Context: an optimization exercise on an open-source flow, tuned for small area. The choices shown serve that exercise and are no tape-out recipe. The RTL was checked by simulation tests, not by an equivalence proof against the original design. Power and IR drop assume default switching activity.

==> run a: inputs <==
## xmit_top
module xmit_top #(
    parameter int preamble_len = 2,
    parameter int difs_ticks   = 16,
    parameter int slot_ticks   = 4,
    parameter int ack_ticks    = 64
) (
    input  logic       clk,
    input  logic       rst,
    input  logic       xvalid,
    input  logic       xsend,
    input  xmit_pkg::byte_t      xdata,
    output logic       xrdy,
    input  xmit_pkg::byte_t      mac,
    input  logic       cardet,
    input  logic       ack_received,
    input  logic       tick,
    input  logic       mx_rdy,
    output logic       mx_valid,
    output xmit_pkg::byte_t      mx_data,
    output logic       xbusy,
    output logic [3:0] xerrcnt
);
    logic                mem_wr;
    logic                mac_sel;
    logic                type_wr;
    xmit_pkg::buf_addr_t wr_addr;
    xmit_pkg::buf_addr_t rd_addr;
    logic                rd_en;
    xmit_pkg::byte_t     rd_data;
    xmit_pkg::byte_t     wr_data;
    xmit_pkg::byte_t     mem_data;
    xmit_pkg::byte_t     rd_byte;
    logic                type_no_crc;
    logic                type_ack_req;
    logic                crc_clr;
    logic                crc_en;
    logic                crc_hi;
    logic                crc_lo;
    xmit_pkg::crc_t      crc;
    logic                start_difs;
    logic                start_backoff;
    logic                start_ack;
    logic                timer_expired;
    xmit_controller #(
        .preamble_len(preamble_len)
    ) xmit_controller_inst (
        .clk(clk), .rst(rst),
        .xvalid(xvalid), .xsend(xsend), .xrdy(xrdy), .xbusy(xbusy),
        .cardet(cardet), .ack_received(ack_received),
        .mx_rdy(mx_rdy), .mx_valid(mx_valid), .xerrcnt(xerrcnt),
        .mem_wr(mem_wr), .mac_sel(mac_sel), .type_wr(type_wr),
        .wr_addr(wr_addr), .rd_addr(rd_addr), .rd_en(rd_en),
        .type_no_crc(type_no_crc), .type_ack_req(type_ack_req),
        .crc_clr(crc_clr), .crc_en(crc_en), .crc_hi(crc_hi), .crc_lo(crc_lo),
        .start_difs(start_difs), .start_backoff(start_backoff), .start_ack(start_ack),
        .timer_expired(timer_expired)
    );
    frame_assembler frame_assembler_inst (
        .clk(clk), .type_wr(type_wr), .xdata(xdata),
        .type_no_crc(type_no_crc), .type_ack_req(type_ack_req)
    );
    assign wr_data = mac_sel ? mac : xdata;
    frame_buffer #(
  ...
clock: 8.0 ns
lec_check: 0
cap_margin: 20
core_margin: 2
core_utilization: 55
cts_buf_list: sky130_fd_sc_hd__clkbuf_16
cts_cluster_diameter: 80
cts_cluster_size: 24
place_density: 0.65
slew_margin: 20
standard.sh (not shown) runs the stock make flow with config.mk's settings and CLKGATE_MAP_FILE= SYNTH_SCRIPT=/design/flow/synth_recipe.tcl, a recipe that flattens the netlist after the stock synthesis.
==> flow/flow/run.sh <==
#!/bin/bash
# Own layout flow: the standard synthesis, then an area-oriented re-mapping
# of the combinational logic only (every register instance is kept as it is,
# with its name and cell), then the standard layout steps on that netlist.
# Each tool's full output goes to a log file of its own in the work folder.
set -euo pipefail
W=$PWD
R=$W/orfs/results/$FLOW_PLATFORM/xmit_top/base
LIB=$FLOW_HOME/platforms/$FLOW_PLATFORM/lib/sky130_fd_sc_hd__tt_025C_1v80.lib

# 1. standard synthesis (netlist and its odb)
bash standard.sh synth > $W/flow_1_synth.log 2>&1
cp $R/1_2_yosys.v $W/std_synth.v

# 2. re-map the combinational logic for area
FFS=$(grep -o 'sky130_fd_sc_hd__[a-z0-9_]*' $W/std_synth.v | sort -u | grep -E '__(dfxtp|dfxbp|dfrtp|dfstp|dfrbp|dfsbp|dfbbp|dfbbn|dfrtn|edfxtp|edfxbp|sdf|dlx|dlr)' | tr '\n' ' ')
sed -e "s#@LIB@#$LIB#g" -e "s#@IN@#$W/std_synth.v#g" -e "s#@OUT@#$W/remap.v#g" \
    -e "s#@FFS@#$FFS#g" -e "s#@ABC@#$W/flow/remap.abc#g" $W/flow/remap.ys > $W/remap_run.ys
sed -e "s#@LIB@#$LIB#g" -e "s#@OUT@#$W/remap.v#g" -e "s#@MAP@#$W/flow/mux2i_map.v#g" $W/flow/fix.ys > $W/fix_run.ys
yosys -s $W/remap_run.ys > $W/flow_2_remap.log 2>&1
yosys -s $W/fix_run.ys > $W/flow_2_fix.log 2>&1

# 3. the layout from the re-mapped netlist
cp $W/remap.v $R/1_2_yosys.v
rm -f $R/1_synth.odb $R/1_synth.sdc
bash standard.sh synth > $W/flow_3_synth_odb.log 2>&1
bash standard.sh > $W/flow_4_layout.log 2>&1
Other scripts of this flow, unchanged in this note and not shown: flow/flow/fix.ys, flow/flow/mux2i_map.v, flow/flow/remap.abc, flow/flow/remap.ys
==> inputs of run b, as changes to run a <==
--- a/flow/flow/run.sh
+++ b/flow/flow/run.sh
@@ -24,4 +24,5 @@
 cp $W/remap.v $R/1_2_yosys.v
 rm -f $R/1_synth.odb $R/1_synth.sdc
 bash standard.sh synth > $W/flow_3_synth_odb.log 2>&1
-bash standard.sh > $W/flow_4_layout.log 2>&1
+# after global routing, ORFS's power recovery downsizes gates that have slack
+RECOVER_POWER=100 bash standard.sh > $W/flow_4_layout.log 2>&1
CTS_CLUSTER_DIAMETER = 90   (was 80)
CTS_CLUSTER_SIZE = 27   (was 24)
==> summary.txt <==
metric	run b	run a
Delay of the slowest cell on the worst path	0.95 ns	0.79 ns
Overall track demand over capacity in global routing	36.3%	36.4%
Signal arrival time at the worst endpoint	7.38 ns	6.52 ns
Multi-input gate share of total cell area	34.5%	34.3%
Result of the run	finished with violations	timing/DRC/antenna clean
Violated checks	max-capacitance violations, max-slew violations	-
Via count of the first global-routing pass	54911	55074
Fraction of layout cells with a size suffix above 1	4.47%	4.97%
Aggregate routed wire length	246 mm	246 mm
Worst hold-check slack	0.429 ns	0.426 ns
Final period utilization	85.1%	75.5%
Crit path max fanout	31	44
Routed WL per cell	30.4 microns	30.5 microns
Area growth from synthesis to final layout	9.56%	10.3%
Drt initial violations	9923	9986
Share of total power in combinational logic	37.0%	36.6%
Worst Skew	0.0302 ns	0.0371 ns
Worst slew margin relative to its limit	-169%	12.0%

## re-timing with driven ports
The results above use ideal ports. As a check the final layouts listed here were re-extracted and re-timed, cells and wires unchanged.
Step 1 (the two cells are an assumption about what drives the block):
set clk [get_ports {clk}]
set_driving_cell -lib_cell sky130_fd_sc_hd__clkbuf_16 $clk
set_driving_cell -lib_cell sky130_fd_sc_hd__buf_2 [delete_from_list [all_inputs] $clk]
Step 2 adds t to the input delays and takes it off the output delays; t is the mean of the earliest and latest rising clock arrival at the registers after step 1. Input paths then give back, and output paths get back, about the clock's delay inside the block.
Slacks: ideal / step 1 / step 2; pairs: ideal / step 1.
run | t, ns | setup WS [ns] | worst register clock-pin slew, ns | pins driven straight from the clock port
run a | 0.818 | 1.958 / 1.958 / 1.958 | 0.10 / 0.10 | 1
run b | 0.799 | 1.190 / 1.190 / 0.469 | 0.12 / 0.12 | 1
The setup slack of run b, which loses most, moves by 0.000 ns with the drivers and by -0.721 ns with both steps.
